This is an optimization exercise on Yosys and OpenROAD, whose aim is small area, a short achievable clock period and few clock cycles, not a production implementation. The RTL was checked by simulation tests, not by an equivalence proof against the original design. Power figures rest on the tool's default switching activity, not on a simulated workload.

==> flow/design.v (outline; a module is shown in full before it is edited, if it fits) <==
// module pse_divider: 128 lines
// module pse_mul: 1461 lines
// module postfix_stack_evaluator: 362 lines
module postfix_stack_evaluator
(
   input  logic                     clock,
   input  logic                     reset,
   input  logic                     req_valid,
   output logic                     req_stall,
   input  logic [pse_pkg::FUNC_W-1:0]        req_func,
   input  logic [pse_pkg::OPND_W-1:0]        req_operand,
   input  logic                     req_last,
   output logic                     rsp_valid,
   input  logic                     rsp_stall,
   output logic signed [pse_pkg::DATA_W-1:0] rsp_value,
   output logic                     rsp_divide_by_zero,
   output logic                     rsp_underflow,
   output logic                     rsp_overflow
);
  // ...
==> flow/flow/run.sh <==
#!/bin/bash
set -euo pipefail
bash standard.sh SETUP_SLACK_MARGIN=6.0 finish > standard.log 2>&1
==> flow/standard.sh <==
#!/bin/bash
# synth_recipe.tcl (not shown) runs the flow's synth.tcl, then flattens the netlist and writes it again
# the make line also repeats each setting of config.mk as NAME=value (left out here)
make -C /OpenROAD-flow-scripts/flow DESIGN_CONFIG=/design/flow/config.mk WORK_HOME=/design/flow/orfs CLKGATE_MAP_FILE= SYNTH_SCRIPT=/design/flow/synth_recipe.tcl "${@:-finish}"
==> flow/config.mk <==
export PLATFORM = sky130hd
export DESIGN_NAME = postfix_stack_evaluator
export DESIGN_NICKNAME = postfix_stack_evaluator
export VERILOG_FILES = /design/flow/design.v
export SDC_FILE = /design/flow/constraint.sdc
export NUM_CORES = 4
export LEC_CHECK = 0
export ABC_CLOCK_PERIOD_IN_PS = 3000
export CAP_MARGIN = 20
export CORE_MARGIN = 2
export CORE_UTILIZATION = 55
export CTS_CLUSTER_DIAMETER = 100
export CTS_CLUSTER_SIZE = 20
export SETUP_SLACK_MARGIN = 5
export SLEW_MARGIN = 20
export TNS_END_PERCENT = 100
==> flow/constraint.sdc <==
create_clock -name core_clock -period 10.0 [get_ports {clock}]
set_input_delay 2.0000 -clock core_clock [delete_from_list [all_inputs] [get_ports {clock}]]
set_output_delay 2.0000 -clock core_clock [all_outputs]
set_load 0.01 [all_outputs]
==> flow_summary.toml, run 1 <==
[timing]
max_clock_freq_ghz = 0.242
clock_skew_ps = 97.4
tightest_slew_ps = 1190

[detailed_routing]
wl_met1_um = 161000
wl_um = 389000

[place]
placedCellCount = 15200

[setup_path]
cp.depth = 14
setup.worst_path.end = "rsp_val_ff[29]"
crit_path_frequent_cell = "o21ai_4"
crit_chain = "fa_1 -> fa_2 -> ha_4 -> and3_4 -> or4b_4 -> a211oi_4 -> o21ai_4 -> nand3b_1 -> a21oi_2 -> xor2_2 -> o21ai_4 -> buf_12 -> a32oi_2 -> o221ai_2"
crit_path_max_fanout = 5

[outcome]
status = "no timing/DRC/antenna violations"

[global_routing]
grt_pass1_wl_um = 567000
gr-total-overflow = 0

[clock_tree]
numCtsBuffers = 285
cts_buffer_depth = 4
cts.sinks = 4543
cts_tree = "done"

[die]
start_util_pct = 55.2
dieWidth_um = 511
rows = 186
nWellTaps = 3384

[power_and_ir_drop]
p_leak_uw = 0.0614
pwr-share-seq_pct = 46.0
p_per_area_mw_per_mm2 = 276

[worst_hold_path]
hold_path_depth = 0
min_from = "ring_ff[298]"

[layout]
nets = 12800
fill_cells = 20100
antennaDiodeCount = 13
design_area_sq_mm = 0.157
layout_commonest_cell = "dfxtp_1"
clock_area_share_pct = 4.90
num-multi-input-gates = 6704
largestClassByArea = "flip-flops and latches"

[synth]
netlist_area_sq_mm = 0.141
synth-seq-cells = 4543
Testbench counts, summed over its fixed seeds: cycles 16,343.
==> run 2, diff against run 1 <==
--- a/flow/config.mk
+++ b/flow/config.mk
@@ -10,5 +10,5 @@
 export CORE_MARGIN = 2
-export CORE_UTILIZATION = 55
-export CTS_CLUSTER_DIAMETER = 100
-export CTS_CLUSTER_SIZE = 20
+export CORE_UTILIZATION = 50
+export CTS_CLUSTER_DIAMETER = 80
+export CTS_CLUSTER_SIZE = 26
 export SETUP_SLACK_MARGIN = 5
==> run 2 against run 1 <==
  * First-iteration DRC count down 2.6%
  * Wire length down 0.13%
  * Still clean
  * Utilization down 5.7 points
==> flow_summary.toml, run 2 <==
[outcome]
status = "no timing/DRC/antenna violations"

[flow_run]
drv_cap = 0

[synth]
synth-seq-cells = 4543
ys.flop_type = "dfxtp_1"
yosysTopAreaCell = "dfxtp_1"
synth_edf_count = 412
synthCells = 12400
yosysSeqAreaShare_pct = 67.2
synth_top_area_share_pct = 58.5
synth_most_common_cell = "dfxtp_1"
yosysUniqueCellTypes = 100
netlist_area_sq_mm = 0.141
yosys-top-cells-count = "dfxtp_1, nand2_1, a21oi_1, nor2_1, o21ai_0"
synth.avg_cell_area_sq_um = 11.4
yosys-top-cells-area = "dfxtp_1, edfxtp_1, nand2_1"
synth-async-reset-ratio_pct = 0
syn_nets = 12900
yosys_warnings = 4

[place]
dpl_worst_slack_ps = 4700
post_dp_cell_area_sq_mm = 0.146
hpwl_um = 253000
gp_congestion = 1.00
port_buffers = 75

[clock_tree]
hold_buffers = 0
cts-root-buf = "clkbuf_16"
cts.sinks = 4543
numCtsBuffers = 221
cts_tree = "done"
htree_levels = 4
insertion_delay_ps = 930
clk_pin_slew_ps = 90
cts_buffer_depth = 4

[layout]
area_delta_synth_final_pct = 10.9
drive_gt1_share_pct = 9.30
design_area_sq_mm = 0.157
largestRegisters = "ring_ff: 3808 flops, t_ff: 288 flops, u_divider.b3_ff: 34 flops"
layout_commonest_cell = "dfxtp_1"
largest_register = "ring_ff"
fill_cells = 23700
largest_register_ffs = 3808
final_cell_mix = "dfxtp_1, nand2_1, a21oi_1"
nets = 12800

[detailed_routing]
antenna_left = 0
num_vias = 90100
routed_via_density = 5.58
drc = 0
first_pass_iters = 6
initialDrtViolationCount = 9977
wl_um = 388000
routedWlPerCell_um = 24.1

[timing]
finalSetupViolations = 0
drv_slew = 0
fin_crit_sh_pct = 41.7
setup_tns_ps = 0
hold_viol = 0
rsz0062_at_grt = "yes"
max_clock_freq_ghz = 0.240
finalWorstSetupSlack_ps = 5830
tightest_slew_ps = 1210
period_needed_ps = 4170
maxSlewHeadroom_pct = 19.3
clock_skew_ps = 109

[power_and_ir_drop]
pwr-share-seq_pct = 47.3
peakVddDrop_mv = 0.178
power_switching_uw = 14200
power.share.clock_pct = 23.1
combPwrFrac_pct = 29.6
p_per_area_mw_per_mm2 = 270
total_power_uw = 42400
p_int_uw = 28200
p_sw_share_pct = 33.6
p_leak_uw = 0.0609

[setup_path]
crit_path_start_kind = "flop"
crit_path_max_fanout = 3
startpoint = "u_mul.m1_18_0"
worstPathArrival_ps = 4720
end_kind = "flop"
critPathKind = "reg2reg"
crit_required_ps = 10550
timing.rr.start = "u_mul.m1_18_0"

[worst_hold_path]
min_from = "ring_ff[691]"
holdCritPathClass = "reg2reg"

[global_routing]
grt_max_degree = 203
grt_pass1_wl_um = 561000
gr-total-overflow = 0
antenna_found_initial = 29
grtUsageTotal_pct = 26.1
grt_pass1_vias = 84800

[die]
start_util_pct = 50.2
dieArea_sq_mm = 0.287
io_pins = 76
dieWidth_um = 536
dieHeight_um = 536
rows = 195
coreArea_sq_mm = 0.282
## run 2: final timing paths
| check | end | slack [ps] | cells past startpoint |
|---|---|---|---|
| worst min register to register | ring_ff[659] | 280 | 0 |
| worst max register to register | rsp_val_ff[29] | 5830 | 14 |
| worst min-delay path | ring_ff[659] | 280 | 0 |
| worst max-delay path | rsp_val_ff[29] | 5830 | 14 |
## run 2: critical path, cell delays in order, from the launching register on
cell      delay [ps]
dfxtp_2          320
fa_1             580
fa_2             490
ha_4             340
nand4_1          150
or4b_1           560
a211oi_2         250
o21ai_2          140
nand3b_1         130
a21oi_2           60
xor2_1           200
o21ai_1          100
buf_4            200
a32oi_2          170
o221ai_2         120
## run 2: cell families after synthesis
logic type / synth area share [%]
simple gates: 8.76
fa+ha+maj: 5.45
compound gates: 11.5
xor+xnor: 2.56
buf+inv: 3.08
flops: 67.2
mux: 1.49
## run 2: metrics by stage
stage	hold slack (ps)	util, %	std cells
floorplan	310	-	12400
global placement	310	51.7	15600
detailed placement	312	51.7	15600
CTS	272	54.9	16000
global route	277	55.7	16100
finish	283	55.7	16100
## run 2: layer usage
layer	up-vias	part of all wire [%]	GRT usage, %
li1	41800	-	-
met1	43300	43	35.9
met4	12	6.5	14.2
met3	1004	8.2	4.95
met2	3951	42	38.7
met5	-	0.064	0.266
## run 2: layout make-up
cell class | instances | area [sq um] | area share, %
sequential | 4543 | 95200 | 60.7
multi-input combinational | 6709 | 44100 | 28.1
clock buffer | 241 | 5660 | 3.61
timing repair buffer | 486 | 4960 | 3.16
tap | 3743 | 4680 | 2.99
inverter | 350 | 1410 | 0.897
clock inverter | 51 | 821 | 0.523
antenna | 4 | 10.0 | 0.00638
## run 2: timing repair
item	CTS	global route
pin swaps	78	112
buffers inserted	106	88
endpoints found under the setup margin	767	315
endpoints found under the hold margin	0	0
cloned	9	13
gates resized for setup	339	280
## run 2: power by group through the flow
| stage | clock (uW) | combinational (uW) | sequential [uW] |
|---|---|---|---|
| after floorplan | 0 | 7070 | 20000 |
| after global placement | 0 | 10600 | 20400 |
| after detailed placement | 0 | 10700 | 20400 |
| after CTS | 10100 | 11600 | 20000 |
| after global routing | 10700 | 13400 | 20100 |
| final | 9810 | 12500 | 20100 |
==> run 3, diff against run 2 <==
==> flow/flow/run.sh (replaced) <==
#!/bin/bash
set -euo pipefail
bash standard.sh SETUP_SLACK_MARGIN=6.3 finish > standard.log 2>&1
--- a/flow/config.mk
+++ b/flow/config.mk
@@ -10,5 +10,5 @@
 export CORE_MARGIN = 2
-export CORE_UTILIZATION = 50
-export CTS_CLUSTER_DIAMETER = 80
-export CTS_CLUSTER_SIZE = 26
+export CORE_UTILIZATION = 55
+export CTS_CLUSTER_DIAMETER = 100
+export CTS_CLUSTER_SIZE = 20
 export SETUP_SLACK_MARGIN = 5
==> run 3 against run 2 <==
  * Still clean on timing, DRC and antenna
  * Critical path depth stayed put
  * Synthesized cell count did not move
  * Sequential cell count unchanged
  * Highest routed layer unchanged
  * Final area rose by 2.9%
  * Non-clock buffer count is 122 higher
  * Largest cell class unchanged
  * Combinational power is 9.6% higher
  * Sequential power about the same
  * Hold slack worse by 31 ps
  * Wire length grew 3.0%
==> flow_summary.toml, run 3 <==
[global_routing]
gr-total-overflow = 0
grtUsageTotal_pct = 29.3
grt_max_degree = 161
grt_pass1_wl_um = 575000
grt_pass1_vias = 88300
antenna_found_initial = 23

[synth]
syn_nets = 12900
synth_edf_count = 412
synth-async-reset-ratio_pct = 0
synth_fa_ha_area_share_pct = 5.45
synth_compound_area_share_pct = 11.5
netlist_area_sq_mm = 0.141
yosysUniqueCellTypes = 100
yosys_warnings = 4
synth_most_common_cell = "dfxtp_1"
synth-simple-area-share_pct = 8.76
synth_mux_area_share_pct = 1.49
yosysTopAreaCell = "dfxtp_1"
synthCells = 12400
synth.avg_cell_area_sq_um = 11.4
ys.flop_type = "dfxtp_1"
yosys-top-cells-count = "dfxtp_1, nand2_1, a21oi_1, nor2_1, o21ai_0"
synth-seq-cells = 4543
synth_top_family_by_area = "compound AO/OA/AOI/OAI gates"
yosysSeqAreaShare_pct = 67.2
synth-xor-area-share_pct = 2.56
synth_top_area_share_pct = 58.5
yosys-top-cells-area = "dfxtp_1, edfxtp_1, nand2_1"

[setup_path]
startpoint = "u_mul.m1_18_0"
timing.rr.start = "u_mul.m1_18_0"
critPathKind = "reg2reg"
crit_path_frequent_cell = "fa_1"
crit_required_ps = 10730
crit_path_start_kind = "flop"
critPathBufInv = 1
crit_path_max_fanout = 3
cpLargestDelayFamily = "adder cells"
crit_chain = "fa_1 -> fa_1 -> ha_4 -> nand4_1 -> or4b_4 -> a211oi_4 -> o21ai_2 -> nand3b_1 -> a21oi_2 -> xor2_2 -> o21ai_4 -> buf_12 -> nor2_4 -> a31oi_1"
end_kind = "flop"
slowest_delay_ps = 580
slowest_stage = "fa_1"
worstPathArrival_ps = 4910

[place]
placedCellCount = 15200
gp_congestion = 1.04
dpl_worst_slack_ps = 4430
port_buffers = 75
post_dp_cell_area_sq_mm = 0.145
hpwl_um = 243000

[die]
dieWidth_um = 511
io_pins = 76
dieHeight_um = 511
start_util_pct = 55.2
dieArea_sq_mm = 0.261
rows = 186
coreArea_sq_mm = 0.256

[detailed_routing]
drc = 0
first_pass_iters = 8
routedWlPerCell_um = 25.1
routed_via_density = 5.85
antenna_left = 0
initialDrtViolationCount = 11000
wl_um = 400000
num_vias = 93400

[layout]
largest_register = "ring_ff"
layout_commonest_cell = "dfxtp_1"
design_area_sq_mm = 0.161
largest_register_ffs = 3808
fin_cells = 16000
area_delta_synth_final_pct = 14.1
final_cell_mix = "dfxtp_1, nand2_1, a21oi_1"
largestRegisters = "ring_ff: 3808 flops, t_ff: 288 flops, u_divider.b3_ff: 34 flops"
fill_cells = 19800
nets = 13000
drive_gt1_share_pct = 12.3

[worst_hold_path]
min_from = "ring_ff[1515]"
holdCritPathClass = "reg2reg"

[clock_tree]
clk_pin_slew_ps = 90
cts-root-buf = "clkbuf_16"
cts_tree = "done"
cts_buffer_depth = 4
insertion_delay_ps = 990
cts.sinks = 4543
numCtsBuffers = 288
hold_buffers = 0
htree_levels = 5

[timing]
drv_slew = 0
finalWorstSetupSlack_ps = 5830
finalSetupViolations = 0
rsz0062_at_grt = "yes"
tightest_slew_ps = 1210
hold_viol = 0
clock_skew_ps = 85.6
period_needed_ps = 4170
max_clock_freq_ghz = 0.240
fin_crit_sh_pct = 41.7
maxSlewHeadroom_pct = 19.0
setup_tns_ps = 0

[flow_run]
drv_cap = 0

[power_and_ir_drop]
peakVddDrop_mv = 0.193
p_per_area_mw_per_mm2 = 277
p_leak_uw = 0.0631

[outcome]
status = "no timing/DRC/antenna violations"
[run 3: cell counts after synthesis]
Identical to the previous run, type by type.
[run 3: final cells by class]
| cell class | instances | area [sq um] | share of cell area [%] |
|---|---|---|---|
| repair buffers | 608 | 7130 | 4.42 |
| well taps | 3384 | 4230 | 2.62 |
| diodes | 15 | 37.5 | 0.0232 |
| flip-flops and latches | 4543 | 95200 | 59.0 |
| multi-input cells | 6710 | 45500 | 28.2 |
| clock buffers | 325 | 7570 | 4.69 |
| clock inverters | 27 | 324 | 0.201 |
| inverters | 350 | 1460 | 0.902 |
[run 3: worst register-to-register path: cells and delay by family (launching register included)]
kind            cells  cell delay [ps]
simple gates        4              920
compound gates      5              960
xor+xnor            1              170
buf+inv             1              170
fa+ha+maj           3             1420
flops               1              330
[run 3: power breakdown]
group / internal, uW / switching [uW]
clock network: 5400 / 5650
logic: 5310 / 8390
registers: 19200 / 740
[run 3: final timing paths]
path	cells past startpoint	slack (ps)	end
worst max-delay path	14	5830	t_ff[3][29]
worst min-delay path	0	250	ring_ff[1483]
worst max register to register	14	5830	t_ff[3][29]
worst min register to register	0	250	ring_ff[1483]
[run 3: metal layers]
layer  GRT usage, %  up-vias  share of wire (%)
li1               -    42200                  -
met1           39.5    44600                 41
met2           42.5     5207                 41
met3           7.58     1413                 11
met4           17.4        8                7.3
met5              0        -              0.035
[run 3: logic make-up after synthesis]
group | count (synthesis)
flops | 4543
simple gates | 2899
compound gates | 2674
buf+inv | 1126
fa+ha+maj | 513
xor+xnor | 412
mux | 203
[run 3: per-stage QoR]
stage               hold slack (ps)  util, %  power (uW)
finish                          252     63.0       44700
global route                    240     63.0       46400
CTS                             245     61.6       43500
detailed placement              312     56.6       31000
global placement                310     56.6       30900
floorplan                       310        -       27100
[run 3: repair_timing]
action                                  4_1_cts  5_1_grt
cloned                                       34       24
endpoints found under the setup margin      786      555
pin swaps                                   147      151
setup buffers                               173      127
resized for setup                           664      481
==> run 4, diff against run 3 <==
==> flow/flow/run.sh (replaced) <==
#!/bin/bash
set -euo pipefail
bash standard.sh SETUP_SLACK_MARGIN=5.8 finish > standard.log 2>&1
==> run 4 against run 3 <==
  * Worst setup slack worse by 3.4 ps
  * Via count down 3.7%
  * Still clean
  * First-iteration DRC count down 9.3%
  * Synthesized cell count unchanged
  * Critical path depth unchanged
  * Non-clock buffer count down 259
==> flow_summary.toml, run 4 <==
[synth]
syn_nets = 12900
ys.flop_type = "dfxtp_1"
yosysSeqAreaShare_pct = 67.2
synth-seq-cells = 4543
synth_top_area_share_pct = 58.5
yosys_warnings = 4
netlist_area_sq_mm = 0.141
synth_edf_count = 412
yosysTopAreaCell = "dfxtp_1"
synth.avg_cell_area_sq_um = 11.4
yosys-top-cells-count = "dfxtp_1, nand2_1, a21oi_1, nor2_1, o21ai_0"
yosysUniqueCellTypes = 100
synth-async-reset-ratio_pct = 0
synthCells = 12400
synth_most_common_cell = "dfxtp_1"
yosys-top-cells-area = "dfxtp_1, edfxtp_1, nand2_1"

[clock_tree]
cts_tree = "done"
cts_buffer_depth = 4
clk_pin_slew_ps = 90
insertion_delay_ps = 940
cts.sinks = 4543
cts-root-buf = "clkbuf_16"
numCtsBuffers = 283
htree_levels = 5
hold_buffers = 0

[timing]
fin_hold_ws_ps = 252
setup_tns_ps = 0
period_needed_ps = 4180
fin_crit_sh_pct = 41.8
tightest_slew_ps = 1170
finalSetupViolations = 0
hold_viol = 0
drv_slew = 0
clock_skew_ps = 101
max_clock_freq_ghz = 0.239
maxSlewHeadroom_pct = 21.5
rsz0062_at_grt = "yes"

[setup_path]
reg2reg_depth = 14
end_kind = "flop"
crit_required_ps = 10620
crit_path_max_fanout = 5
critPathKind = "reg2reg"
worstPathArrival_ps = 4800
crit_path_start_kind = "flop"

[detailed_routing]
routedWlPerCell_um = 24.2
num_vias = 89900
initialDrtViolationCount = 9964
drc = 0
wl_um = 379000
first_pass_iters = 9
routed_via_density = 5.73
antenna_left = 0

[die]
dieWidth_um = 511
rows = 186
start_util_pct = 55.2
dieHeight_um = 511
dieArea_sq_mm = 0.261
io_pins = 76
coreArea_sq_mm = 0.256

[outcome]
status = "no timing/DRC/antenna violations"

[place]
port_buffers = 75
hpwl_um = 244000
gp_congestion = 1.04

[flow_run]
drv_cap = 0

[worst_hold_path]
holdCritPathClass = "reg2reg"
hold_path_depth = 0

[global_routing]
grt_max_degree = 108
gr-total-overflow = 0
grtUsageTotal_pct = 28.2
antenna_found_initial = 19
grt_pass1_wl_um = 557000
grt_pass1_vias = 85800

[layout]
nets = 12700
layout_commonest_cell = "dfxtp_1"
drive_gt1_share_pct = 7.19
largest_register_ffs = 3808
fill_cells = 20300
final_cell_mix = "dfxtp_1, nand2_1, a21oi_1"
largestRegisters = "ring_ff: 3808 flops, t_ff: 288 flops, u_divider.b3_ff: 34 flops"
largest_register = "ring_ff"
area_delta_synth_final_pct = 9.36

[power_and_ir_drop]
p_leak_uw = 0.0605
peakVddDrop_mv = 0.200
p_per_area_mw_per_mm2 = 274
run 4: cell count changes in the layout (fill, tap and decap cells not counted), sizes merged, moves of 2 or more:
cell           change
buf              -241
bufbuf            -19
clkbuf            -23
clkdlybuf4s50     +34
clkinv             -8
diode              -4
dlygate4sd2       -17
dlymetal6s2s       +3
inv                +8
nand2              -2
run 4: cell type report:
class	count	area (sq um)	share of cell area [%]
Tap cell	3384	4230	2.74
Timing Repair Buffer	349	3380	2.18
Inverter	350	1390	0.898
Timing Repair inverter	2	13.8	0.00890
Clock buffer	320	7360	4.76
Antenna cell	11	27.5	0.0178
Sequential cell	4543	95200	61.5
Clock inverter	25	293	0.189
Multi-Input combinational cell	6704	42900	27.7
run 4: layer usage:
metal / part of all wire, % / vias up / track usage (%)
met4: 7.0 / 20 / 17.1
li1: - / 41600 / -
met5: 0.055 / - / 0
met1: 42 / 43000 / 38.6
met2: 42 / 4189 / 41.4
met3: 8.9 / 1149 / 5.79
run 4: cells by family after synthesis:
family                   Yosys count  synth area share (%)
buffers and inverters           1126                  3.08
AO/OA/AOI/OAI                   2674                  11.5
AND/OR/NAND/NOR                 2899                  8.76
flip-flops                      4543                  67.2
adder cells (fa/ha/maj)          513                  5.45
XOR/XNOR                         412                  2.56
multiplexers                     203                  1.49
run 4: per-stage QoR:
| step | utilization [%] | instances | power (uW) | setup WS, ps | cell area, sq um |
|---|---|---|---|---|---|
| floorplan | - | 12400 | 27100 | 5810 | 141000 |
| global placement | 56.6 | 15200 | 30800 | 4580 | 145000 |
| detailed placement | 56.6 | 15200 | 30900 | 4490 | 145000 |
| CTS | 60.0 | 15600 | 42000 | 5750 | 154000 |
| global route | 60.4 | 15700 | 44200 | 5700 | 155000 |
| finish | 60.4 | 15700 | 42400 | 5820 | 155000 |
run 4: worst paths after layout:
path / to / from / slack (ps)
worst max-delay path: rsp_val_ff[29] / u_mul.m1_18_2 / 5820
worst min-delay path: ring_ff[2291] / ring_ff[2323] / 250
worst min register to register: ring_ff[2291] / ring_ff[2323] / 250
worst max register to register: rsp_val_ff[29] / u_mul.m1_18_2 / 5820
run 4: critical path, cell delays in order, from the launching register on:
cell and delay [ps]:
dfxtp_1 340, fa_1 510, fa_1 680, ha_4 290, a21oi_2 220, o21ai_1 160
a311oi_2 400, o22a_2 230, nand3b_1 80, a21oi_1 180, xor2_1 200, o21ai_2 80
buf_4 180, a32oi_1 170, o221ai_1 180
run 4: power by group:
| part | leakage, uW | switching (uW) | internal (uW) |
|---|---|---|---|
| Combinational | 0.0194 | 7320 | 4180 |
| Sequential | 0.0373 | 784 | 19200 |
| Clock | 0.00375 | 5630 | 5250 |
run 4: what timing repair did:
| action | in CTS | in global routing |
|---|---|---|
| setup buffers | 41 | 47 |
| gates resized for setup | 117 | 130 |
| gates cloned | 5 | 5 |
| pin swaps | 13 | 33 |
| setup endpoints to repair | 571 | 252 |
==> module postfix_stack_evaluator, before the edit <==
module postfix_stack_evaluator
(
   input  logic                     clock,
   input  logic                     reset,
   input  logic                     req_valid,
   output logic                     req_stall,
   input  logic [pse_pkg::FUNC_W-1:0]        req_func,
   input  logic [pse_pkg::OPND_W-1:0]        req_operand,
   input  logic                     req_last,
   output logic                     rsp_valid,
   input  logic                     rsp_stall,
   output logic signed [pse_pkg::DATA_W-1:0] rsp_value,
   output logic                     rsp_divide_by_zero,
   output logic                     rsp_underflow,
   output logic                     rsp_overflow
);
   localparam int K    = pse_pkg::CACHE_N;
   localparam int R    = pse_pkg::RING_N;
   localparam int PW   = pse_pkg::PHASE_W;
   localparam int CW   = pse_pkg::CNT_W;
   localparam int PMAX = 3;                
   localparam int MULS = pse_pkg::MUL_REGS;  
   logic        tr_v, go_ff, stall_ff;
   logic [2:0]  tr_f;
   logic [30:0] tr_o;
   logic        tr_l;
   logic [1:0]  ps_ff, ps_in;             
   logic [CW-1:0] cnt_ff, cnt_in;
   logic          ge1_ff, ge2_ff, ge3_ff;  
   logic          gkm1_ff, gk_ff, gkp1_ff, gkp2_ff, c127_ff;
   logic [31:0]   t_ff [K];
   logic [R*32-1:0] ring_ff;
   logic [PW-1:0] phase_ff, phase_in;
   logic          div0_ff, under_ff, over_ff;
   logic [MULS-1:0] mul_ff;                
   logic        mul_done;
   logic [31:0] product;
   logic        div_start, div_busy, div_done, div_zdone, long_end;
   logic [31:0] quotient;
   logic        pend_v_ff, pend_v_in, pend_res_ff, pend_res_in;
   logic [1:0]  pend_pos_ff, pend_pos_in;
   logic [2:0]  pres_fl_ff;
   logic        rsp_v_ff, q_v_ff;
   logic [31:0] rsp_val_ff, q_val_ff;
   logic [2:0]  rsp_fl_ff, q_fl_ff;
   logic [31:0] a_op, b_op, alu;
   logic        b_zero;
   logic        is_opnd, is_add, is_sub, is_mul, is_div, is_bin, is_pop2, is_long;
   assign is_opnd = (tr_f == pse_pkg::FUNC_OPERAND);
   assign is_add  = (tr_f == pse_pkg::FUNC_ADD);
   assign is_sub  = (tr_f == pse_pkg::FUNC_SUB);
   assign is_mul  = (tr_f == pse_pkg::FUNC_MUL);
   assign is_div  = (tr_f == pse_pkg::FUNC_DIV);
   assign is_bin  = is_add || is_sub || is_mul || is_div;
   assign is_pop2 = tr_f[2] && (tr_f[1:0] != 2'b00);
   assign is_long = is_mul || is_div;
   assign b_op   = t_ff[0];
   assign a_op   = t_ff[1];
   assign b_zero = (b_op == 32'd0);
   assign alu    = is_div ? 32'd0 : (a_op + (b_op ^ {32{is_sub}}) + 32'(is_sub));
   pse_mul u_mul (
      .clock (clock),
      .a     (a_op),
      .b     (b_op),
      .p     (product)
   );
   pse_divider u_divider (
      .clock    (clock),
      .reset    (reset),
      .start    (div_start),
      .a        (a_op),
      .b        (b_op),
      .busy     (div_busy),
      .done     (div_done),
      .zdone    (div_zdone),
      .quotient (quotient)
   );
   logic full, spill_zone, fill_zone;
   logic retire, do_push, do_spill, do_bin, do_pop1, do_over, do_wb, long_start;
   logic produce, clear, tok_produce;
   logic [31:0] res_val, wb_val;
   logic [2:0]  res_fl;
   logic ev_div0, ev_under, ev_over;
   assign full       = cnt_ff[CW-1];                        
   assign spill_zone = !full && gk_ff;
   assign fill_zone  = gkp1_ff;
   assign mul_done = mul_ff[MULS-1];
   assign wb_val   = mul_done ? product : quotient;
   assign do_wb    = mul_done || div_done;
   assign long_end = do_wb || div_zdone;
   always_comb begin
      retire      = 1'b0;
      do_push     = 1'b0;
      do_spill    = 1'b0;
      do_bin      = 1'b0;
      do_pop1     = 1'b0;
      do_over     = 1'b0;
      tok_produce = 1'b0;
      clear       = 1'b0;
      div_start   = 1'b0;
      long_start  = 1'b0;
      ev_div0     = 1'b0;
      ev_under    = 1'b0;
      ev_over     = 1'b0;
      ps_in       = ps_ff;
      res_val     = alu;
      if (go_ff) begin
         if (is_opnd) begin
            if (tr_l) begin
               retire      = 1'b1;
               tok_produce = 1'b1;
               clear       = 1'b1;
               ev_over     = full;
               res_val     = full ? t_ff[0] : {1'b0, tr_o};
            end else if (full) begin
               retire  = 1'b1;
               do_over = 1'b1;
               ev_over = 1'b1;
            end else begin
               retire   = 1'b1;
               do_push  = 1'b1;
               do_spill = spill_zone;
            end
         end else if (is_bin) begin
            retire     = 1'b1;
            do_bin     = 1'b1;
            ev_under   = !ge2_ff;
            ev_div0    = is_div && b_zero;
            div_start  = is_div && !b_zero;
            long_start = is_mul || (is_div && !b_zero);
            if (tr_l) begin
               tok_produce = !long_start;
               clear       = 1'b1;
            end
         end else begin
            if (ps_ff == 2'd2) begin
               retire      = 1'b1;
               tok_produce = 1'b1;
               clear       = 1'b1;
               ps_in       = 2'd0;
               ev_under    = !ge1_ff;
               res_val     = t_ff[0];
            end else begin
               do_pop1  = 1'b1;
               ev_under = !ge1_ff;
               if (ps_ff == 2'd0) begin
                  ps_in = 2'd1;
               end else if (tr_l) begin
                  ps_in = 2'd2;
               end else begin
                  ps_in  = 2'd0;
                  retire = 1'b1;
               end
            end
         end
      end
      if (long_end && pend_res_ff) begin
         res_val = div_zdone ? 32'd0 : wb_val;
      end
   end
   assign produce = tok_produce || (long_end && pend_res_ff);
   assign res_fl  = (long_end && pend_res_ff) ? pres_fl_ff
                  : {div0_ff || ev_div0, under_ff || ev_under, over_ff || ev_over};
   always_comb begin
      pend_v_in   = pend_v_ff && !long_end;
      pend_res_in = pend_res_ff && !long_end;
      pend_pos_in = pend_pos_ff;
      if (do_push) begin
         pend_pos_in = pend_pos_ff + 2'd1;
      end else if (do_bin) begin
         pend_pos_in = pend_pos_ff - 2'd1;
      end
      if (long_start) begin
         pend_v_in   = !tr_l;
         pend_res_in = tr_l;
         pend_pos_in = 2'd0;
      end
   end
   always_comb begin
      cnt_in = cnt_ff;
      if (clear) begin
         cnt_in = '0;
      end else if (do_push) begin
         cnt_in = cnt_ff + CW'(1);
      end else if (do_bin) begin
         cnt_in = ge2_ff ? (cnt_ff - CW'(1)) : CW'(1);
      end else if (do_pop1) begin
         cnt_in = ge1_ff ? (cnt_ff - CW'(1)) : CW'(0);
      end
   end
   assign phase_in = (phase_ff == PW'(R - 1)) ? '0 : phase_ff + PW'(1);
   logic accept, held_next, free_next, q_v_in, rsp_free;
   logic can_next, retires_next;
   logic full_n, spill_zone_n, fill_zone_n, spill_ok_n, fill_ok_n;
   logic [2:0] nf;
   logic       nl, nv;
   logic [1:0] nps;
   assign accept    = req_valid && !stall_ff;
   assign held_next = tr_v && !retire;
   assign nv        = held_next || accept;
   assign nf        = held_next ? tr_f : req_func;
   assign nl        = held_next ? tr_l : req_last;
   assign nps       = held_next ? ps_in : 2'd0;
   assign rsp_free  = !rsp_v_ff || !rsp_stall;
   assign q_v_in    = rsp_free ? 1'b0 : (q_v_ff || produce);
   assign free_next = !pend_v_in && !pend_res_in;
   logic exec, stay;
   assign exec = clear || do_push || do_bin || do_pop1;
   assign stay = !exec;
   always_comb begin
      if (clear) begin
         full_n = 1'b0; spill_zone_n = 1'b0; fill_zone_n = 1'b0;
      end else if (do_push) begin
         full_n = c127_ff; spill_zone_n = gkm1_ff && !c127_ff; fill_zone_n = gk_ff;
      end else if (do_bin || do_pop1) begin
         full_n = 1'b0; spill_zone_n = gkp1_ff; fill_zone_n = gkp2_ff;
      end else begin
         full_n = full; spill_zone_n = spill_zone; fill_zone_n = fill_zone;
      end
   end
   assign spill_ok_n = stay && (phase_in == PW'(cnt_ff - CW'(K)));
   assign fill_ok_n  = stay && (phase_in == PW'(cnt_ff - CW'(K + 1)));
   always_comb begin
      retires_next = 1'b1;
      if (nl && (nf == pse_pkg::FUNC_OPERAND || !nf[2] || nf == pse_pkg::FUNC_DIV)) begin
         can_next = free_next && !q_v_in;
      end else if (nf == pse_pkg::FUNC_OPERAND) begin
         can_next = full_n || ((!pend_v_in || (pend_pos_in != 2'(PMAX))) &&
                               (!spill_zone_n || spill_ok_n));
      end else if (nf == pse_pkg::FUNC_ADD || nf == pse_pkg::FUNC_SUB) begin
         can_next = (!pend_v_in || pend_pos_in[1]) && (!fill_zone_n || fill_ok_n);
      end else if (nf == pse_pkg::FUNC_MUL || nf == pse_pkg::FUNC_DIV) begin
         can_next = free_next && (!fill_zone_n || fill_ok_n);
      end else begin
         retires_next = (nps == 2'd2) || ((nps == 2'd1) && !nl);
         if (nps == 2'd2) begin
            can_next = free_next && !q_v_in;
         end else begin
            can_next = free_next && (nl || !fill_zone_n || fill_ok_n);
         end
      end
   end
   always_ff @(posedge clock) begin
      if (reset) begin
         tr_v     <= 1'b0;
         go_ff    <= 1'b0;
         stall_ff <= 1'b0;
         ps_ff    <= 2'd0;
      end else begin
         tr_v     <= nv;
         go_ff    <= nv && can_next;
         stall_ff <= nv && !(can_next && retires_next);
         ps_ff    <= ps_in;
      end
      if (!stall_ff) begin
         tr_f <= req_func;
         tr_o <= req_operand;
         tr_l <= req_last;
      end
   end
   logic [31:0] ring_in;
   logic        t01_zero, t1_low;
   assign ring_in  = do_spill ? t_ff[K-1] : ring_ff[31:0];
   assign t01_zero = reset || clear;
   assign t1_low   = !ge3_ff;                
   always_ff @(posedge clock) begin
      if (reset) begin
         cnt_ff   <= '0;
         ge1_ff   <= 1'b0;
         ge2_ff   <= 1'b0;
         ge3_ff   <= 1'b0;
         gkm1_ff  <= 1'b0;
         gk_ff    <= 1'b0;
         gkp1_ff  <= 1'b0;
         gkp2_ff  <= 1'b0;
         c127_ff  <= 1'b0;
         div0_ff  <= 1'b0;
         under_ff <= 1'b0;
         over_ff  <= 1'b0;
         phase_ff <= '0;
      end else begin
         cnt_ff   <= cnt_in;
         ge1_ff   <= (cnt_in != '0);
         ge2_ff   <= (cnt_in > CW'(1));
         ge3_ff   <= (cnt_in > CW'(2));
         gkm1_ff  <= (cnt_in >= CW'(K - 1));
         gk_ff    <= (cnt_in >= CW'(K));
         gkp1_ff  <= (cnt_in >= CW'(K + 1));
         gkp2_ff  <= (cnt_in >= CW'(K + 2));
         c127_ff  <= (cnt_in == CW'(127));
         div0_ff  <= !clear && (div0_ff || ev_div0);
         under_ff <= !clear && (under_ff || ev_under);
         over_ff  <= !clear && (over_ff || ev_over);
         phase_ff <= phase_in;
      end
      ring_ff <= {ring_in, ring_ff[R*32-1:32]};
      if (t01_zero) begin
         t_ff[0] <= 32'd0;
      end else if (do_wb && pend_v_ff && (pend_pos_in == 2'd0)) begin
         t_ff[0] <= wb_val;
      end else if (do_push) begin
         t_ff[0] <= {1'b0, tr_o};
      end else if (do_bin) begin
         t_ff[0] <= alu;
      end else if (do_pop1) begin
         t_ff[0] <= t_ff[1];
      end
      for (int i = 1; i < K; i++) begin
         if (i == 1 && t01_zero) begin
            t_ff[i] <= 32'd0;
         end else if (i <= PMAX && do_wb && pend_v_ff && (pend_pos_in == 2'(i))) begin
            t_ff[i] <= wb_val;
         end else if (do_push) begin
            t_ff[i] <= t_ff[i-1];
         end else if (do_bin || do_pop1) begin
            if (i == 1 && t1_low) begin
               t_ff[i] <= 32'd0;
            end else begin
               t_ff[i] <= (i == K - 1) ? ring_ff[31:0] : t_ff[(i + 1) % K];
            end
         end
      end
   end
   always_ff @(posedge clock) begin
      if (reset) begin
         mul_ff      <= '0;
         pend_v_ff   <= 1'b0;
         pend_res_ff <= 1'b0;
      end else begin
         mul_ff      <= MULS'({mul_ff, long_start && is_mul});
         pend_v_ff   <= pend_v_in;
         pend_res_ff <= pend_res_in;
      end
      pend_pos_ff <= pend_pos_in;
      if (long_start) begin
         pres_fl_ff <= res_fl;
      end
   end
   always_ff @(posedge clock) begin
      if (reset) begin
         rsp_v_ff <= 1'b0;
         q_v_ff   <= 1'b0;
      end else begin
         rsp_v_ff <= rsp_free ? (q_v_ff || produce) : 1'b1;
         q_v_ff   <= q_v_in;
      end
      if (rsp_free) begin
         rsp_val_ff <= q_v_ff ? q_val_ff : res_val;
         rsp_fl_ff  <= q_v_ff ? q_fl_ff : res_fl;
      end
      if (!q_v_ff) begin
         q_val_ff <= res_val;
         q_fl_ff  <= res_fl;
      end
   end
   assign req_stall          = stall_ff;
   assign rsp_valid          = rsp_v_ff;
   assign rsp_value          = rsp_val_ff;
   assign rsp_divide_by_zero = rsp_fl_ff[2];
   assign rsp_underflow      = rsp_fl_ff[1];
   assign rsp_overflow       = rsp_fl_ff[0];
endmodule
==> run 5, diff against run 4 <==
--- a/flow/design.v
+++ b/flow/design.v
@@ -1664,2 +1664,12 @@
    assign b_zero = (b_op == 32'd0);
+   logic [31:0] am, bm;
+   logic        q0_fast;
+   assign am = a_op ^ {32{a_op[31]}};
+   assign bm = b_op ^ {32{b_op[31]}};
+   always_comb begin
+      q0_fast = 1'b0;
+      for (int k = 2; k < 32; k += 2) begin
+         if (((am >> (a_op[31] ? (k - 1) : k)) == 32'd0) && ((bm >> k) != 32'd0)) q0_fast = 1'b1;
+      end
+   end
    assign alu    = is_div ? 32'd0 : (a_op + (b_op ^ {32{is_sub}}) + 32'(is_sub));
@@ -1733,4 +1743,4 @@
             ev_div0    = is_div && b_zero;
-            div_start  = is_div && !b_zero;
-            long_start = is_mul || (is_div && !b_zero);
+            div_start  = is_div && !b_zero && !q0_fast;
+            long_start = is_mul || div_start;
             if (tr_l) begin
@@ -1870,2 +1880,18 @@
    assign t1_low   = !ge3_ff;                
+   logic [31:0] t_next [K];
+   always_comb begin
+      for (int i = 0; i < 2; i++) begin
+         t_next[i] = 32'd0;
+      end
+      for (int i = 2; i < K; i++) begin
+         logic sw, sd, su, sh;
+         sw = (i <= PMAX) && do_wb && pend_v_ff && (pend_pos_in == 2'(i));
+         sd = do_push && !sw;
+         su = (do_bin || do_pop1) && !sw;
+         sh = !(do_push || do_bin || do_pop1 || sw);
+         t_next[i] = ({32{sh}} & t_ff[i]) | ({32{sd}} & t_ff[i-1]) |
+                     ({32{su}} & ((i == K - 1) ? ring_ff[31:0] : t_ff[(i + 1) % K])) |
+                     ({32{sw}} & wb_val);
+      end
+   end
    always_ff @(posedge clock) begin
@@ -1912,16 +1938,13 @@
       end
-      for (int i = 1; i < K; i++) begin
-         if (i == 1 && t01_zero) begin
-            t_ff[i] <= 32'd0;
-         end else if (i <= PMAX && do_wb && pend_v_ff && (pend_pos_in == 2'(i))) begin
-            t_ff[i] <= wb_val;
-         end else if (do_push) begin
-            t_ff[i] <= t_ff[i-1];
-         end else if (do_bin || do_pop1) begin
-            if (i == 1 && t1_low) begin
-               t_ff[i] <= 32'd0;
-            end else begin
-               t_ff[i] <= (i == K - 1) ? ring_ff[31:0] : t_ff[(i + 1) % K];
-            end
-         end
+      if (t01_zero) begin
+         t_ff[1] <= 32'd0;
+      end else if (do_wb && pend_v_ff && (pend_pos_in == 2'd1)) begin
+         t_ff[1] <= wb_val;
+      end else if (do_push) begin
+         t_ff[1] <= t_ff[0];
+      end else if (do_bin || do_pop1) begin
+         t_ff[1] <= t1_low ? 32'd0 : t_ff[2];
+      end
+      for (int i = 2; i < K; i++) begin
+         t_ff[i] <= t_next[i];
       end
==> flow/flow/run.sh (replaced) <==
#!/bin/bash
set -euo pipefail
bash standard.sh SETUP_SLACK_MARGIN=6.0 finish > standard.log 2>&1
--- a/flow/config.mk
+++ b/flow/config.mk
@@ -10,5 +10,5 @@
 export CORE_MARGIN = 2
-export CORE_UTILIZATION = 55
-export CTS_CLUSTER_DIAMETER = 100
-export CTS_CLUSTER_SIZE = 20
+export CORE_UTILIZATION = 50
+export CTS_CLUSTER_DIAMETER = 80
+export CTS_CLUSTER_SIZE = 26
 export SETUP_SLACK_MARGIN = 5
==> run 5 against run 4 <==
  * Still clean
  * Clock-buffer cell count fell by 89
  * Clock skew rose by 0.69 ps
  * Utilization fell by 3.5 points
  * Synthesized cell count fell by 1.6%
  * Non-clock buffer count rose by 191
  * Final area rose by 2.7%
  * Die area rose by 8.9%
  * Worst setup slack got worse by 350 ps
  * Critical path type unchanged
  * Largest cell class unchanged
==> flow_summary.toml, run 5 <==
[synth]
yosys-top-cells-area = "dfxtp_1, edfxtp_1, nand2_1"
yosysUniqueCellTypes = 103
synth_edf_count = 188
netlist_area_sq_mm = 0.140
synth.avg_cell_area_sq_um = 11.5
synth_top_area_share_pct = 62.2
yosysSeqAreaShare_pct = 66.2
synth_most_common_cell = "dfxtp_1"
yosys-top-cells-count = "dfxtp_1, nand2_1, a21oi_1, o21ai_0, nor2_1"
synthCells = 12200
syn_nets = 12700
synth-async-reset-ratio_pct = 0
yosys_warnings = 5
ys.flop_type = "dfxtp_1"
synth-seq-cells = 4543
yosysTopAreaCell = "dfxtp_1"

[detailed_routing]
antenna_left = 0
num_vias = 90500
first_pass_iters = 7
wl_um = 387000
drc = 0
initialDrtViolationCount = 9467
routed_via_density = 5.65
routedWlPerCell_um = 24.1

[clock_tree]
insertion_delay_ps = 960
hold_buffers = 0
numCtsBuffers = 227
cts_tree = "done"
cts_buffer_depth = 4
cts-root-buf = "clkbuf_16"
cts.sinks = 4543
clk_pin_slew_ps = 90
htree_levels = 4

[timing]
hold_viol = 0
finalSetupViolations = 0
setup_tns_ps = 0
maxSlewHeadroom_pct = 17.8
max_clock_freq_ghz = 0.221
fin_hold_ws_ps = 262
fin_crit_sh_pct = 45.2
period_needed_ps = 4520
drv_slew = 0
clock_skew_ps = 102
rsz0062_at_grt = "yes"
tightest_slew_ps = 1230
finalWorstSetupSlack_ps = 5480

[setup_path]
crit_required_ps = 10630
slowest_stage = "fa_1"
slowest_delay_ps = 550
reg2reg_depth = 18
startpoint = "u_mul.m1_11_0"
crit_chain = "fa_1 -> fa_1 -> ha_4 -> buf_6 -> a211oi_4 -> o21ai_4 -> a211oi_2 -> buf_4 -> buf_4 -> buf_6 -> o31a_1 -> o21ai_1 -> a21oi_2 -> o21bai_1 -> a21oi_2 -> xnor2_2 -> a21oi_4 -> o21ai_1"
reg2reg_to = "rsp_val_ff[24]"
worstPathArrival_ps = 5160
end_kind = "flop"
regToRegSetupSlack_ps = 5480
timing.rr.start = "u_mul.m1_11_0"
crit_path_max_fanout = 4
critPathKind = "reg2reg"
crit_path_start_kind = "flop"

[power_and_ir_drop]
p_sw_share_pct = 32.4
power_switching_uw = 13300
p_int_uw = 27700
combPwrFrac_pct = 27.8
p_per_area_mw_per_mm2 = 258
power.share.clock_pct = 24.7
p_leak_uw = 0.0619
pwr-share-seq_pct = 47.5
peakVddDrop_mv = 0.210

[worst_hold_path]
hold_path_end = "ring_ff[2412]"
hold_path_depth = 0
min_from = "ring_ff[2444]"
holdCritPathClass = "reg2reg"

[layout]
area_delta_synth_final_pct = 13.3
drive_gt1_share_pct = 11.5
fill_cells = 23000
layout_commonest_cell = "dfxtp_1"
largestRegisters = "ring_ff: 3808 flops, t_ff: 288 flops, u_divider.b3_ff: 34 flops"
design_area_sq_mm = 0.159
largest_register = "ring_ff"
final_cell_mix = "dfxtp_1, nand2_1, a21oi_1"
largest_register_ffs = 3808
nets = 12800

[place]
post_dp_cell_area_sq_mm = 0.144
dpl_worst_slack_ps = 4120
port_buffers = 75
gp_congestion = 0.971
hpwl_um = 242000

[global_routing]
grt_pass1_wl_um = 561000
grtUsageTotal_pct = 26.0
antenna_found_initial = 28
met2_usage_pct = 37.5
grt_pass1_vias = 85300
gr-max-usage-layer = "met2"
grt_max_degree = 223
use_met1_pct = 36.3
grt_util_met3_pct = 5.63
gr-total-overflow = 0

[die]
dieWidth_um = 533
rows = 194
dieHeight_um = 533
io_pins = 76
start_util_pct = 50.2
coreArea_sq_mm = 0.279
dieArea_sq_mm = 0.285

[outcome]
status = "no timing/DRC/antenna violations"

[flow_run]
drv_cap = 0
-- run 5: logic make-up after synthesis --
logic type | count (synthesis) | share of synthesized area (%)
DFF | 4543 | 66.2
AOI/OAI and AO/OA | 2780 | 12.3
and+or+nand+nor | 2532 | 7.97
buffers and inverters | 1078 | 2.95
adders and majority gates | 596 | 6.21
xor gates and xnor gates | 383 | 2.41
muxes | 263 | 1.96
-- run 5: area by class of cell --
class	count	area [sq um]	share of cell area [%]
well taps	3724	4660	2.93
multi-input cells	6563	46800	29.4
clock buffers	231	5720	3.60
inverters	338	1380	0.866
repair buffers	540	6210	3.91
flip-flops and latches	4543	93000	58.5
clock inverters	61	1110	0.696
diodes	31	77.6	0.0488
-- run 5: worst max-delay path by stage --
stage / end / slack, ps / cells past startpoint
2_1_floorplan: t_ff[0][31] / 6010 / 16
3_3_place_gp: u_divider.b3_ff[7] / 4320 / 13
3_5_place_dp: u_divider.b3_ff[7] / 4120 / 13
4_1_cts: rsp_val_ff[30] / 5510 / 16
5_1_grt: rsp_val_ff[30] / 5390 / 16
6_report: rsp_val_ff[24] / 5480 / 18
-- run 5: repair_timing --
| action | CTS | global route |
|---|---|---|
| setup endpoints to repair | 585 | 347 |
| hold endpoints to repair | 0 | 0 |
| gates resized for setup | 509 | 472 |
| gates cloned | 19 | 21 |
| buffers inserted | 119 | 149 |
| pin swaps | 84 | 144 |
-- run 5: routing by layer --
layer / share of wire, % / up-vias
met5: 0.025 / -
met4: 6.5 / 14
met3: 9.1 / 1092
met2: 41 / 4120
met1: 43 / 43600
li1: - / 41700
-- run 5: critical path: cells and delay by family, from the launching register on --
family,cells,cell delay (ps)
flops,1,320
fa+ha+maj,3,1260
buf+inv,4,500
compound gates,10,2020
xor+xnor,1,130
-- run 5: power by group through the flow --
stage	registers (uW)	clock network [uW]	logic [uW]
finish	19400	10100	11400
global route	19500	11100	12100
global placement	19800	0	8840
floorplan	19500	0	6060
CTS	19400	10400	10200
detailed placement	19800	0	8890
-- run 5: through the flow --
stage / util [%] / instances / total power, uW
after floorplan: - / 12200 / 25500
after global placement: 51.7 / 15400 / 28700
after detailed placement: 51.7 / 15400 / 28700
after CTS: 55.5 / 15800 / 40000
after global routing: 56.9 / 16000 / 42600
final: 56.9 / 16000 / 40900
Testbench counts of run 5, summed over its fixed seeds: cycles 16,170.
==> module pse_divider, before the edit <==
module pse_divider
(
   input  logic        clock,
   input  logic        reset,
   input  logic        start,      
   input  logic [31:0] a,
   input  logic [31:0] b,
   output logic        busy,       
   output logic        done,       
   output logic        zdone,      
   output logic [31:0] quotient
);
   function automatic logic [5:0] topbit(input logic [31:0] x);
      logic [15:0] v1; logic [15:0] p1;
      logic [7:0]  v2; logic [15:0] p2;
      logic [3:0]  v3; logic [11:0] p3;
      logic [1:0]  v4; logic [7:0]  p4;
      logic        v5; logic [4:0]  p5;
      for (int i = 0; i < 16; i++) begin
         v1[i] = x[2*i+1] | x[2*i];
         p1[i] = x[2*i+1];
      end
      for (int i = 0; i < 8; i++) begin
         v2[i] = v1[2*i+1] | v1[2*i];
         p2[2*i +: 2] = v1[2*i+1] ? {1'b1, p1[2*i+1]} : {1'b0, p1[2*i]};
      end
      for (int i = 0; i < 4; i++) begin
         v3[i] = v2[2*i+1] | v2[2*i];
         p3[3*i +: 3] = v2[2*i+1] ? {1'b1, p2[2*(2*i+1) +: 2]} : {1'b0, p2[2*(2*i) +: 2]};
      end
      for (int i = 0; i < 2; i++) begin
         v4[i] = v3[2*i+1] | v3[2*i];
         p4[4*i +: 4] = v3[2*i+1] ? {1'b1, p3[3*(2*i+1) +: 3]} : {1'b0, p3[3*(2*i) +: 3]};
      end
      v5 = v4[1] | v4[0];
      p5 = v4[1] ? {1'b1, p4[7:4]} : {1'b0, p4[3:0]};
      topbit = {v5, p5};
   endfunction
   logic              busy_ff, prep_ff, iter_ff, fin_ff;
   logic              neg_ff;
   logic [5:0]        ua_ff, lb_ff;
   logic [3:0]        it_ff;
   logic [31:0]       q_ff, rem_ff, b_ff, qm_ff;
   logic [33:0]       b3_ff;
   logic        sa, sb;
   logic [31:0] ap, bp;
   logic [6:0]  d;
   logic        zero_q;
   logic [3:0]  sh2;
   logic [63:0] rot2;
   logic [31:0] rot, low;
   logic [33:0] r;
   logic [34:0] d1, d2, d3;
   logic [1:0]  digit;
   logic [31:0] rem_next;
   assign sa = a[31];
   assign sb = b[31];
   assign ap = a ^ {32{sa}};
   assign bp = b ^ {32{sb}};
   function automatic logic [5:0] bitlen(input logic [31:0] x, input logic s);
      logic [5:0] t;
      logic       m;
      t = topbit(x);
      m = s && (((x >> 1) & ~x) == 32'd0);
      bitlen = (t[5] ? ({1'b0, t[4:0]} + 6'd1) : 6'd0) + {5'd0, m};
   endfunction
   assign d       = {1'b0, ua_ff} - {1'b0, lb_ff};
   assign zero_q  = d[6];
   assign sh2     = (d[5:0] >= 6'd30) ? 4'd0 : ~d[4:1];
   assign rot2    = {q_ff, q_ff} << {sh2, 1'b0};
   assign rot     = rot2[63:32];
   assign low     = ~(32'hffffffff << {sh2, 1'b0});
   assign r  = {rem_ff, q_ff[31:30]};
   assign d1 = {1'b0, r} - {3'b000, b_ff};
   assign d2 = {1'b0, r} - {2'b00, b_ff, 1'b0};
   assign d3 = {1'b0, r} - {1'b0, b3_ff};
   always_comb begin
      if (!d3[34]) begin
         digit = 2'd3; rem_next = d3[31:0];
      end else if (!d2[34]) begin
         digit = 2'd2; rem_next = d2[31:0];
      end else if (!d1[34]) begin
         digit = 2'd1; rem_next = d1[31:0];
      end else begin
         digit = 2'd0; rem_next = r[31:0];
      end
   end
   assign busy     = busy_ff;
   logic [31:0] qm_next;
   assign qm_next  = (digit != 2'd0) ? {q_ff[29:0], digit - 2'd1} : {qm_ff[29:0], 2'b11};
   assign done     = fin_ff;
   assign zdone    = prep_ff && zero_q;
   assign quotient = neg_ff ? ~qm_ff : q_ff;
   always_ff @(posedge clock) begin
      if (reset) begin
         busy_ff <= 1'b0;
         prep_ff <= 1'b0;
         iter_ff <= 1'b0;
         fin_ff  <= 1'b0;
      end else begin
         busy_ff <= start || (busy_ff && !done && !zdone);
         prep_ff <= start;
         iter_ff <= (prep_ff && !zero_q) || (iter_ff && (it_ff != 4'd0));
         fin_ff  <= iter_ff && (it_ff == 4'd0);
      end
      if (start) begin
         neg_ff <= sa ^ sb;
         ua_ff  <= bitlen(ap, sa);
         lb_ff  <= bitlen(bp, sb);
         q_ff   <= ap + 32'(sa);
         b_ff   <= bp + 32'(sb);
      end else if (prep_ff) begin
         rem_ff <= rot & low;
         q_ff   <= rot & ~low;
         b3_ff  <= {2'b00, b_ff} + {1'b0, b_ff, 1'b0};
         it_ff  <= ~sh2;
      end else begin
         rem_ff <= rem_next;
         q_ff   <= {q_ff[29:0], digit};
         it_ff  <= it_ff - 4'd1;
      end
      if (prep_ff) begin
         qm_ff <= 32'hffffffff;
      end else if (iter_ff) begin
         qm_ff <= qm_next;
      end
   end
endmodule
==> run 6, diff against run 5 <==
--- a/flow/design.v
+++ b/flow/design.v
@@ -58,3 +58,3 @@
    logic [3:0]        it_ff;
-   logic [31:0]       q_ff, rem_ff, b_ff, qm_ff;
+   logic [31:0]       q_ff, rem_ff, b_ff;
    logic [33:0]       b3_ff;
@@ -104,7 +104,5 @@
    assign busy     = busy_ff;
-   logic [31:0] qm_next;
-   assign qm_next  = (digit != 2'd0) ? {q_ff[29:0], digit - 2'd1} : {qm_ff[29:0], 2'b11};
    assign done     = fin_ff;
    assign zdone    = prep_ff && zero_q;
-   assign quotient = neg_ff ? ~qm_ff : q_ff;
+   assign quotient = neg_ff ? (~q_ff + 32'd1) : q_ff;
    always_ff @(posedge clock) begin
@@ -137,7 +135,2 @@
       end
-      if (prep_ff) begin
-         qm_ff <= 32'hffffffff;
-      end else if (iter_ff) begin
-         qm_ff <= qm_next;
-      end
    end
--- a/flow/config.mk
+++ b/flow/config.mk
@@ -10,5 +10,5 @@
 export CORE_MARGIN = 2
-export CORE_UTILIZATION = 50
-export CTS_CLUSTER_DIAMETER = 80
-export CTS_CLUSTER_SIZE = 26
+export CORE_UTILIZATION = 55
+export CTS_CLUSTER_DIAMETER = 100
+export CTS_CLUSTER_SIZE = 20
 export SETUP_SLACK_MARGIN = 5
==> run 6 against run 5 <==
  * Still clean on timing, DRC and antenna
  * Critical path depth shrank 4
  * Hold slack lost 13 ps
  * Sequential cell count is 32 lower
  * Synthesized area fell by 0.53%
  * Utilization grew 5.0 points
  * Register-to-register slack improved by 150 ps
  * Maximum frequency increased by 3.5%
  * Clock power grew 9%
  * First-iteration DRC count up 12%
  * Critical path type unchanged
==> flow_summary.toml, run 6 <==
[setup_path]
reg2reg_depth = 14
crit_required_ps = 10670
startpoint = "u_mul.m1_7_2"
setup.worst_path.end = "rsp_val_ff[29]"
worstPathArrival_ps = 5040
crit_path_max_fanout = 3
crit_path_start_kind = "flop"
critPathKind = "reg2reg"
reg2reg_to = "rsp_val_ff[29]"
end_kind = "flop"
timing.rr.start = "u_mul.m1_7_2"
regToRegSetupSlack_ps = 5630

[synth]
ys.flop_type = "dfxtp_1"
yosys-top-cells-count = "dfxtp_1, nand2_1, a21oi_1, o21ai_0, nor2_1"
yosysUniqueCellTypes = 100
synth_edf_count = 188
yosysTopAreaCell = "dfxtp_1"
syn_nets = 12700
yosysSeqAreaShare_pct = 66.1
synth_top_family_by_area = "compound AO/OA/AOI/OAI gates"
netlist_area_sq_mm = 0.139
synth_compound_area_share_pct = 12.3
synth_top_area_share_pct = 62.1
yosys_warnings = 5
synthCells = 12100
synth_fa_ha_area_share_pct = 6.23
synth_mux_area_share_pct = 1.45
yosys-top-cells-area = "dfxtp_1, edfxtp_1, nand2_1"
synth.avg_cell_area_sq_um = 11.5
synth-xor-area-share_pct = 2.55
synth_most_common_cell = "dfxtp_1"
synth-simple-area-share_pct = 8.37
synth-seq-cells = 4511
synth-async-reset-ratio_pct = 0

[die]
io_pins = 76
dieHeight_um = 507
dieWidth_um = 507
rows = 184
coreArea_sq_mm = 0.252
start_util_pct = 55.4
dieArea_sq_mm = 0.258

[global_routing]
antenna_found_initial = 21
grt_pass1_wl_um = 558000
grtUsageTotal_pct = 28.8
grt_max_degree = 217
gr-total-overflow = 0
grt_pass1_vias = 85600

[timing]
drv_slew = 0
tightest_slew_ps = 1250
rsz0062_at_grt = "yes"
maxSlewHeadroom_pct = 15.8
max_clock_freq_ghz = 0.229
period_needed_ps = 4370
finalSetupViolations = 0
clock_skew_ps = 108
setup_tns_ps = 0
hold_viol = 0
fin_crit_sh_pct = 43.7

[clock_tree]
numCtsBuffers = 287
clk_pin_slew_ps = 100
hold_buffers = 0
cts_tree = "done"
htree_levels = 5
insertion_delay_ps = 930
cts_buffer_depth = 4
cts.sinks = 4511
cts-root-buf = "clkbuf_16"

[outcome]
status = "no timing/DRC/antenna violations"

[layout]
largest_register = "ring_ff"
final_cell_mix = "dfxtp_1, nand2_1, a21oi_1"
fin_cells = 15500
drive_gt1_share_pct = 9.92
layout_commonest_cell = "dfxtp_1"
area_delta_synth_final_pct = 11.7
design_area_sq_mm = 0.156
largest_register_ffs = 3808
nets = 12700
largestRegisters = "ring_ff: 3808 flops, t_ff: 288 flops, u_divider.b3_ff: 34 flops"

[detailed_routing]
antenna_left = 0
routedWlPerCell_um = 24.8
initialDrtViolationCount = 10600
drc = 0
wl_um = 385000
routed_via_density = 5.81
first_pass_iters = 9
num_vias = 90300

[worst_hold_path]
min_from = "ring_ff[378]"
hold_path_depth = 0
holdCritPathClass = "reg2reg"

[place]
port_buffers = 75
placedCellCount = 15000
post_dp_cell_area_sq_mm = 0.143
hpwl_um = 245000
gp_congestion = 1.01

[power_and_ir_drop]
p_per_area_mw_per_mm2 = 265
p_leak_uw = 0.0611
total_power_uw = 41300
peakVddDrop_mv = 0.197

[flow_run]
drv_cap = 0
run 6: changes by cell type after synthesis, sizes merged, moves of 32 or more:
cell,previous run,this run
nor2,607,651
clkbuf,558,597
a21oi,819,767
o211ai,252,216
dfxtp,4355,4323
xor2,94,127
a22oi,217,250
mux2i,201,118
o21ai,734,695
run 6: how the worst min path moves through the flow:
stage	end	slack, ps
6_report	ring_ff[346]	250
5_1_grt	ring_ff[346]	250
3_3_place_gp	ring_ff[3517]	310
4_1_cts	ring_ff[346]	250
2_1_floorplan	ring_ff[0]	310
3_5_place_dp	ring_ff[1452]	310
run 6: final cells by class:
type,instances,area [sq um]
Fill cell,19500,95900
Sequential cell,4511,92300
Multi-Input combinational cell,6564,45200
Inverter,318,1270
Timing Repair Buffer,460,4900
Antenna cell,6,15.0
Clock buffer,299,7330
Clock inverter,34,465
Timing Repair inverter,3,22.5
Tap cell,3348,4190
run 6: critical path, stage by stage (launching register included):
cell	delay (ps)
dfxtp_1	340
fa_1	590
fa_1	470
ha_4	260
a211o_1	260
o211ai_1	160
o31ai_4	170
o311a_4	420
o21ai_4	220
o21ai_4	110
a221oi_2	240
buf_4	170
mux2i_4	260
a31oi_4	180
a21o_1	280
run 6: logic make-up (layout without fill, tap and decap cells):
group | Yosys count | after routing
flip-flops | 4511 | 4511
other | 0 | 6
multiplexers | 190 | 190
XOR/XNOR | 406 | 406
AO/OA/AOI/OAI | 2752 | 2753
AND/OR/NAND/NOR | 2613 | 2620
adder cells (fa/ha/maj) | 595 | 595
buffers and inverters | 1080 | 1114
run 6: where the power goes:
part           internal (uW)  total (uW)  switching, uW
Clock                   5330       11000           5670
Combinational           4120       11000           6870
Sequential             18700       19400            689
Total                  28100       41300          13200
run 6: timing repair:
| action | in CTS | in global routing |
|---|---|---|
| pin swaps | 58 | 75 |
| setup endpoints to repair | 542 | 392 |
| cloned | 15 | 13 |
| resized for setup | 365 | 254 |
| setup buffers | 88 | 88 |
run 6: layer usage:
metal | up-vias | track usage [%] | wire length [um]
li1 | 41600 | - | -
met1 | 43300 | 40.3 | 165000
met2 | 4400 | 41.5 | 158000
met3 | 1041 | 6.24 | 36000
met4 | 10 | 16.1 | 25900
met5 | - | 0 | 69
run 6: through the flow:
stage	hold WS, ps	worst slack [ps]	utilization [%]
floorplan	310	5490	-
finish	249	5630	61.9
global route	252	5550	61.9
global placement	310	3460	56.9
CTS	248	5770	61.0
detailed placement	312	3430	56.9
Testbench counts of run 6, summed over its fixed seeds: cycles 16,170.

-- re-timing with driven ports --
How much do the figures lean on ideal ports? The routed layouts below were timed once more, with nothing changed but the port constraints.
Step 1 assumes that a clkbuf_16 drives the clock port and a buf_2 every other input.
Step 2 also shifts input and output timing later by t, the mid clock arrival at the registers, as if the neighbouring blocks saw the same clock.
Three values: no drivers, after step 1, after step 2; two values: the first two.
run | t, ns | setup WS [ns] | worst setup path at the end | clock arrival spread, ns | pins driven straight from the clock port
run 1 | 1.020 | 5.870 / 5.870 / 5.568 | input to register | 0.118 / 0.119 | 1
run 2 | 0.978 | 5.830 / 5.830 / 5.332 | input to register | 0.109 / 0.109 | 1
run 3 | 1.032 | 5.825 / 5.825 / 5.557 | input to register | 0.125 / 0.125 | 1
run 4 | 1.002 | 5.822 / 5.722 / 5.576 | input to register | 0.123 / 0.123 | 1
run 5 | 1.020 | 5.476 / 5.476 / 5.476 | register to register | 0.105 / 0.105 | 1
run 6 | 1.002 | 5.629 / 5.629 / 5.131 | input to register | 0.153 / 0.153 | 1
After both steps every run listed still meets setup and hold.
